Context: an optimization exercise on an open-source flow, tuned for small area, a short achievable clock period and few clock cycles per item. The choices shown serve that exercise and are no tape-out recipe. Function was checked by simulation only, so behaviour that the tests miss may differ from the original. Power and IR drop assume default switching activity.

==> inputs of trial 25 <==
// timestamp_gated_hold_fifo_top
module timestamp_gated_hold_fifo_top (
    input  wire logic                               clk,
    input  wire logic                               rst_n,
    input  wire logic                               item_valid,
    output logic                                    item_stall,
    input  wire logic [tghf_pkg::ITEM_W-1:0]        item,
    output logic                                    result_valid,
    input  wire logic                               result_stall,
    output logic [tghf_pkg::RESULT_W-1:0]           result,
    input  wire logic                               cfg_valid,
    output logic                                    cfg_ready,
    input  wire logic [tghf_pkg::CFG_INDEX_W-1:0]   cfg_index,
    input  wire logic [tghf_pkg::CFG_DATA_W-1:0]    cfg_data
);
    logic [CAP_W-1:0]   cap_eff;
    logic [LIMIT_W-1:0] limit_reg;
    logic                         result_valid_reg;
    logic [tghf_pkg::RESULT_W-1:0] result_reg;
    logic                         slot_free;
  ...
Settings: LEC_CHECK=0, CAP_MARGIN=25, CORE_MARGIN=2, CORE_UTILIZATION=40, SETUP_SLACK_MARGIN=1.8, SLEW_MARGIN=20; clock period 7.0 ns.
run.sh (not shown) runs the stock make flow with config.mk's settings and CLKGATE_MAP_FILE= SYNTH_SCRIPT=/design/flow/synth_recipe.tcl, a recipe that flattens the netlist after the stock synthesis.
==> inputs of trial 59, as changes to trial 25 <==
--- a/flow/design.v
+++ b/flow/design.v
@@ -165,12 +165,29 @@
         end
         c[0] = ci;
         for (int i = 1; i < 50; i++)
             c[i] = gg[i-1];
         ks_add = {c[49], p ^ c[48:0]};
     endfunction
+    function automatic logic carry48(input logic [47:0] a, input logic [47:0] b, input logic ci);
+        logic c;
+        c = ci;
+        for (int i = 0; i < 48; i++)
+            c = (a[i] & b[i]) | (a[i] & c) | (b[i] & c);
+        carry48 = c;
+    endfunction
+    function automatic logic carry_lw(input logic [LW-1:0] a, input logic [LW-1:0] b);
+        logic c;
+        c = 1'b0;
+        for (int i = 0; i < LW; i++)
+            c = (a[i] & b[i]) | (a[i] & c) | (b[i] & c);
+        carry_lw = c;
+    endfunction
+    function automatic logic s_lt48(input logic [47:0] a, input logic [47:0] b);
+        s_lt48 = !carry48(a ^ 48'h8000_0000_0000, ~(b ^ 48'h8000_0000_0000), 1'b1);
+    endfunction
     function automatic logic [N-1:0] pfx_or(input logic [N-1:0] x);
         pfx_or = x;
         for (int d = 1; d < N; d = d * 2)
             pfx_or = pfx_or | (pfx_or << d);
     endfunction
     function automatic logic [N-1:0] lowest(input logic [N-1:0] x);
@@ -245,18 +262,18 @@
             ir0 <= item;
         if (ir_move)
         begin
             ir <= ir0;
             if (mark_moves)
             begin
-                adv_r <= ir0_stamp > ir_stamp;
+                adv_r <= s_lt48(ir_stamp, ir0_stamp);
                 mh_r  <= ir0_stamp[47:LW] != ir_stamp[47:LW];
             end
             else
             begin
-                adv_r <= ir0_stamp > mark;
+                adv_r <= s_lt48(mark, ir0_stamp);
                 mh_r  <= ir0_stamp[47:LW] != mark[47:LW];
             end
         end
         thr_ir <= thr_nx;
     end
     logic [NI-1:0]       ins;
@@ -307,14 +324,12 @@
     logic [47:0]         x_r;            
     logic [47:0]         y_r;            
     logic                y_neg;          
     logic [47:0]         x_nx;
     logic                srun_nx;
     logic                x_reload;       
-    logic                x_rl2;          
-    logic [N-1:0]        kp_r;
     logic                o_chk;          
     logic [N-1:0]        lower_q;        
     logic                none_q;         
     logic                srun;           
     logic [N-1:0]        cmask;          
     logic [NE-1:0]       relnz;          
@@ -333,15 +348,15 @@
     assign o_run = srun;
     assign cmp_y = y_r;
     always_comb
     begin
         for (int s = 0; s < N; s++)
         begin
-            lt_y[s]        = ar[s] < cmp_y;
+            lt_y[s]        = !carry48(ar[s], ~cmp_y, 1'b1);
             reached_now[s] = mark_valid
-                          && (rh_lt[s] || (rh_eq[s] && (st[s][LW-1:0] <= mark[LW-1:0])));
+                          && (rh_lt[s] || (rh_eq[s] && !carry_lw(st[s][LW-1:0], ~mark[LW-1:0])));
         end
     end
     logic [N-1:0] rh_lt;
     logic [N-1:0] rh_eq;
     logic [N-1:0] rh_fresh;
     logic         mh_change;         
@@ -352,16 +367,16 @@
     logic         in_lt;
     logic         in_eq;
     always_comb
     begin
         for (int k = 0; k < 2; k++)
         begin
-            rf_lt[k] = $signed(st[k*N/2][47:LW]) < $signed(mark[47:LW]);
+            rf_lt[k] = s_lt48(48'(st[k*N/2][47:LW]) << LW, 48'(mark[47:LW]) << LW);
             rf_eq[k] = st[k*N/2][47:LW] == mark[47:LW];
         end
-        in_lt = $signed(ir_stamp[47:LW]) < $signed(mark[47:LW]);
+        in_lt = s_lt48(48'(ir_stamp[47:LW]) << LW, 48'(mark[47:LW]) << LW);
         in_eq = ir_stamp[47:LW] == mark[47:LW];
     end
     assign rh_ok = rh_ok_r;
     always_ff @(posedge clk)
     begin
         rh_lt <= rot(rh_lt);
@@ -397,13 +412,13 @@
             rh_fresh <= rh_fresh_nx;
     end
     always_ff @(posedge clk)
     begin
         reached_q <= rot(reached_now);
         aged_q    <= rot(y_neg ? '0 : lt_y);
-        stalled_q <= !thr_ir[48] && (mark_time < thr_ir[47:0]);
+        stalled_q <= !thr_ir[48] && !carry48(mark_time, ~thr_ir[47:0], 1'b1);
     end
     logic          pending;      
     logic          lim_hit;      
     logic          advance;
     logic          fe_ok;
     logic          do_write;
@@ -581,91 +596,64 @@
     logic [47:0]  arr_pick;
     logic [47:0]  o_val;
     logic         o_fin;         
     logic         be_ready;      
     logic [47:0]  be_oldest;
     assign lower = ((fe == F_FLAG) ? kept_new : kept) & lt_y;
-    logic [N-1:0] keptpos;
-    logic [N-1:0] kp_first;
-    logic [4:0]   kp_slot;
-    logic [N-1:0] kp_oh;
-    always_comb
-    begin
-        for (int q = 0; q < N; q++)
-        begin
-            keptpos[q] = cmask[q];
-            for (int e = 0; e < NE; e++)
-                keptpos[q] = keptpos[q] && !relpos[e][q];
-        end
-        kp_first = lowest(keptpos);
-        kp_slot  = '0;
-        for (int q = 0; q < N; q++)
-            kp_slot = kp_slot | ({5{kp_first[q]}} & pos_slot[q]);
-        kp_oh = '0;
-        kp_oh[kp_slot] = 1'b1;
-    end
     always_comb
     begin
         pick_oh  = highest(lower_q);
-        arr_sel  = (fe == F_FLAG) ? head_oh : ((srun && !o_fin) ? (x_rl2 ? kp_r : pick_oh) : tc_oh);
+        arr_sel  = (fe == F_FLAG) ? head_oh
+                 : ((srun && !o_fin) ? (x_reload ? highest(kept) : pick_oh) : tc_oh);
         arr_pick = '0;
         for (int s = 0; s < N; s++)
             arr_pick = arr_pick | ({48{arr_sel[s]}} & ar[s]);
     end
     logic x_reload_nx;
-    logic x_rl2_nx;
     logic o_chk_nx;
     logic tc_ok;             
     logic check_nx;          
     assign tc_ok = ((tc_r & head_oh) != '0) && (front_kept != '0);
     always_comb
     begin
         x_reload_nx = x_reload;
-        x_rl2_nx    = x_rl2;
         o_chk_nx    = o_chk;
         if (fe == F_FLAG)
         begin
             x_nx        = arr_pick;
-            srun_nx     = !(rel_s == '0 && mv_ok_r) && (kept_new != '0);
+            srun_nx     = kept_new != '0;
             x_reload_nx = front_kept == '0;
-            x_rl2_nx    = 1'b0;
             o_chk_nx    = tc_ok;
         end
         else
         begin
-            x_nx    = (o_run && (x_rl2 || (o_chk && !none_q))) ? arr_pick : x_r;
+            x_nx    = (o_run && (x_reload || (o_chk && !none_q))) ? arr_pick : x_r;
             srun_nx = o_fin ? 1'b0 : srun;
             if (o_run)
             begin
                 if (x_reload)
-                begin
                     x_reload_nx = 1'b0;
-                    x_rl2_nx    = 1'b1;
-                end
-                else if (x_rl2)
-                    x_rl2_nx = 1'b0;
                 else if (!o_chk)
                     o_chk_nx = 1'b1;
                 else if (!none_q)
                     o_chk_nx = 1'b0;
             end
         end
     end
-    assign check_nx = srun_nx && !x_reload_nx && !x_rl2_nx && !o_chk_nx;
+    assign check_nx = srun_nx && !x_reload_nx && !o_chk_nx;
     always_ff @(posedge clk)
     begin
         y_r   <= drain_go ? arr_pick : (check_nx ? x_nx : thr_nx[47:0]);
         y_neg <= !drain_go && !check_nx && thr_nx[48];
         x_reload <= x_reload_nx;
-        x_rl2    <= x_rl2_nx;
         o_chk    <= o_chk_nx;
     end
     logic [49:0] xd;
     assign xd        = ks_add({1'b0, now_r}, ~{1'b0, x_r}, 1'b1);
     assign o_val     = (!xd[48] && (xd[47:0] != '0)) ? xd[47:0] : '0;
-    assign o_fin     = o_run && !x_reload && !x_rl2 && o_chk && none_q;
+    assign o_fin     = o_run && !x_reload && o_chk && none_q;
     assign be_ready  = o_done[be_sel] || (o_fin && (s_sel == be_sel));
     assign be_oldest = o_done[be_sel] ? oldest_r[be_sel] : o_val;
     assign eng_go = (rq_n != 4'd0) && q_drain && eng_flags[be_sel];
     assign rel_go = slot_free && eng_go && relnz_act;
     assign sum_go = slot_free && eng_go && !relnz_act && be_ready;
     assign pl_go  = slot_free && (rq_n != 4'd0) && !q_drain;
@@ -692,73 +680,12 @@
             emit_data = {KIND_RELEASE, rel_tag, rel_frc, 2'b00, 1'b0, 48'h0,
                          forced_new, dropped, 1'b0};
         else
             emit_data = {KIND_SUMMARY, 16'h0, 1'b0, 2'b00, 1'b0, be_oldest,
                          forced_new, dropped, 1'b1};
     end
-    logic [47:0] mbase;
-    logic        mbase_inf;
-    logic        mbase_ok;
-    logic [47:0] mnew;
-    logic        mnew_inf;
-    logic [47:0] mv_r;
-    logic        mv_inf_r;
-    logic        mv_ok_r;
-    logic        flag_rel;       
-    logic [49:0] md;             
-    assign md = ks_add({1'b0, now_r}, ~{1'b0, mv_r}, 1'b1);
-    logic        mnew_upd;
-    assign flag_rel = (fe == F_FLAG) && (rel_s != '0);
-    assign mnew_upd = do_write && (mnew_inf || (ir_now < mnew));
-    always_ff @(posedge clk or negedge rst_n)
-    begin
-        if (!rst_n)
-        begin
-            mbase_inf <= 1'b1;
-            mbase_ok  <= 1'b1;
-            mnew_inf  <= 1'b1;
-        end
-        else
-        begin
-            if (flush_go)
-            begin
-                mbase_inf <= 1'b1;
-                mbase_ok  <= 1'b1;
-                mnew_inf  <= 1'b1;
-            end
-            else if (flag_rel)
-            begin
-                mbase_ok  <= (kept_new == '0);
-                mbase_inf <= 1'b1;
-                mnew_inf  <= 1'b1;
-            end
-            else
-            begin
-                if (o_fin)
-                begin
-                    mbase_ok  <= 1'b1;
-                    mbase_inf <= 1'b0;
-                end
-                if (mnew_upd)
-                    mnew_inf <= 1'b0;
-            end
-        end
-    end
-    always_ff @(posedge clk)
-    begin
-        if (o_fin)
-            mbase <= x_r;
-        if (mnew_upd)
-            mnew <= ir_now;
-        mv_ok_r  <= mbase_ok;
-        mv_inf_r <= mbase_inf && mnew_inf;
-        if (mbase_inf || (!mnew_inf && (mnew < mbase)))
-            mv_r <= mnew;
-        else
-            mv_r <= mbase;
-    end
     logic [NE-1:0]       eng_busy_nx;
     logic [1:0]          fe_sel_nx;
     always_comb
     begin
         eng_busy_nx = eng_busy;
         if (sum_go)
@@ -950,14 +877,12 @@
             frc_cnt_act <= '0;
         else
             frc_cnt_act <= frc_cnt[be_sel_nx];
         if (o_run)
         begin
             if (x_reload)
-                kp_r <= rot(kp_oh);
-            else if (x_rl2)
                 x_r <= arr_pick;
             else if (!o_chk)
                 ;
             else if (none_q)
             begin
                 o_done[s_sel]   <= 1'b1;
@@ -987,22 +912,14 @@
                 end
             end
             F_FLAG:
             begin
                 frc_cnt[s_sel] <= frc_cnt_new;
                 x_r            <= arr_pick;
-                if (rel_s == '0 && mv_ok_r)
-                begin
-                    o_done[s_sel]   <= 1'b1;
-                    oldest_r[s_sel] <= (mv_inf_r || md[48] || (md[47:0] == '0)) ? '0 : md[47:0];
-                end
-                else
-                begin
-                    o_done[s_sel]   <= (kept_new == '0);
-                    oldest_r[s_sel] <= '0;
-                end
+                o_done[s_sel]   <= (kept_new == '0);
+                oldest_r[s_sel] <= '0;
             end
             default: ;
         endcase
     end
 endmodule
 `default_nettype wire
--- a/flow/config.mk
+++ b/flow/config.mk
@@ -5,8 +5,9 @@
 export SDC_FILE = /design/flow/constraint.sdc
 export NUM_CORES = 4
 export LEC_CHECK = 0
 export CAP_MARGIN = 25
 export CORE_MARGIN = 2
 export CORE_UTILIZATION = 40
-export SETUP_SLACK_MARGIN = 1.8
+export CTS_BUF_LIST = sky130_fd_sc_hd__clkbuf_8
+export SETUP_SLACK_MARGIN = 2.3
 export SLEW_MARGIN = 20
==> notes <==
- Of trial 59 and trial 25, trial 59 has the higher critical path depth (gap 3).
- Of trial 25 and trial 59, trial 25 has the higher via count (gap about 10%, measured against trial 59).
- Trial 59 produced a clean layout. Trial 25 went through all stages and came out clean.
- Total power: trial 25 is higher than trial 59 (about 0.7%).
- Against trial 25, the clock skew of trial 59 is higher by 0.066 ns.
- In trial 25 the worst setup slack is better than in trial 59, by 0.12 ns.
- In trial 25 the first-iteration DRC count is higher than in trial 59, by about 11%.
- Against trial 59, the core utilization of trial 25 is lower by 1.6 points.
Testbench counts of trial 25, summed over its fixed seeds: cycles 7,618, items 4,800.
Testbench counts of trial 59, summed over its fixed seeds: cycles 7,688, items 4,800.

==> afterwards: timing with drivers on the ports <==
How much do the figures lean on ideal ports? The routed layouts below were timed once more, with nothing changed but the port constraints.
Step 1 (the two cells are an assumption about what drives the block):
set clk [get_ports {clk}]
set_driving_cell -lib_cell sky130_fd_sc_hd__clkbuf_16 $clk
set_driving_cell -lib_cell sky130_fd_sc_hd__buf_2 [delete_from_list [all_inputs] $clk]
Step 2, shift: input delay + t, output delay - t, t = (earliest + latest rising clock arrival at the registers) / 2. This alone moves slack from input paths to output paths.
Slacks: ideal / step 1 / step 2; pairs: ideal / step 1.
run | t (ns) | slack for setup (ns) | worst register clock-pin slew, ns
trial 25 | 1.267 | 1.654 / 1.654 / 1.304 | 0.07 / 0.07
trial 59 | 1.546 | 1.536 / 1.536 / 1.180 | 0.08 / 0.08
After both steps every run listed still meets setup and hold. The setup slack of trial 59, which loses most, moves by 0.000 ns with the drivers and by -0.356 ns with both steps.
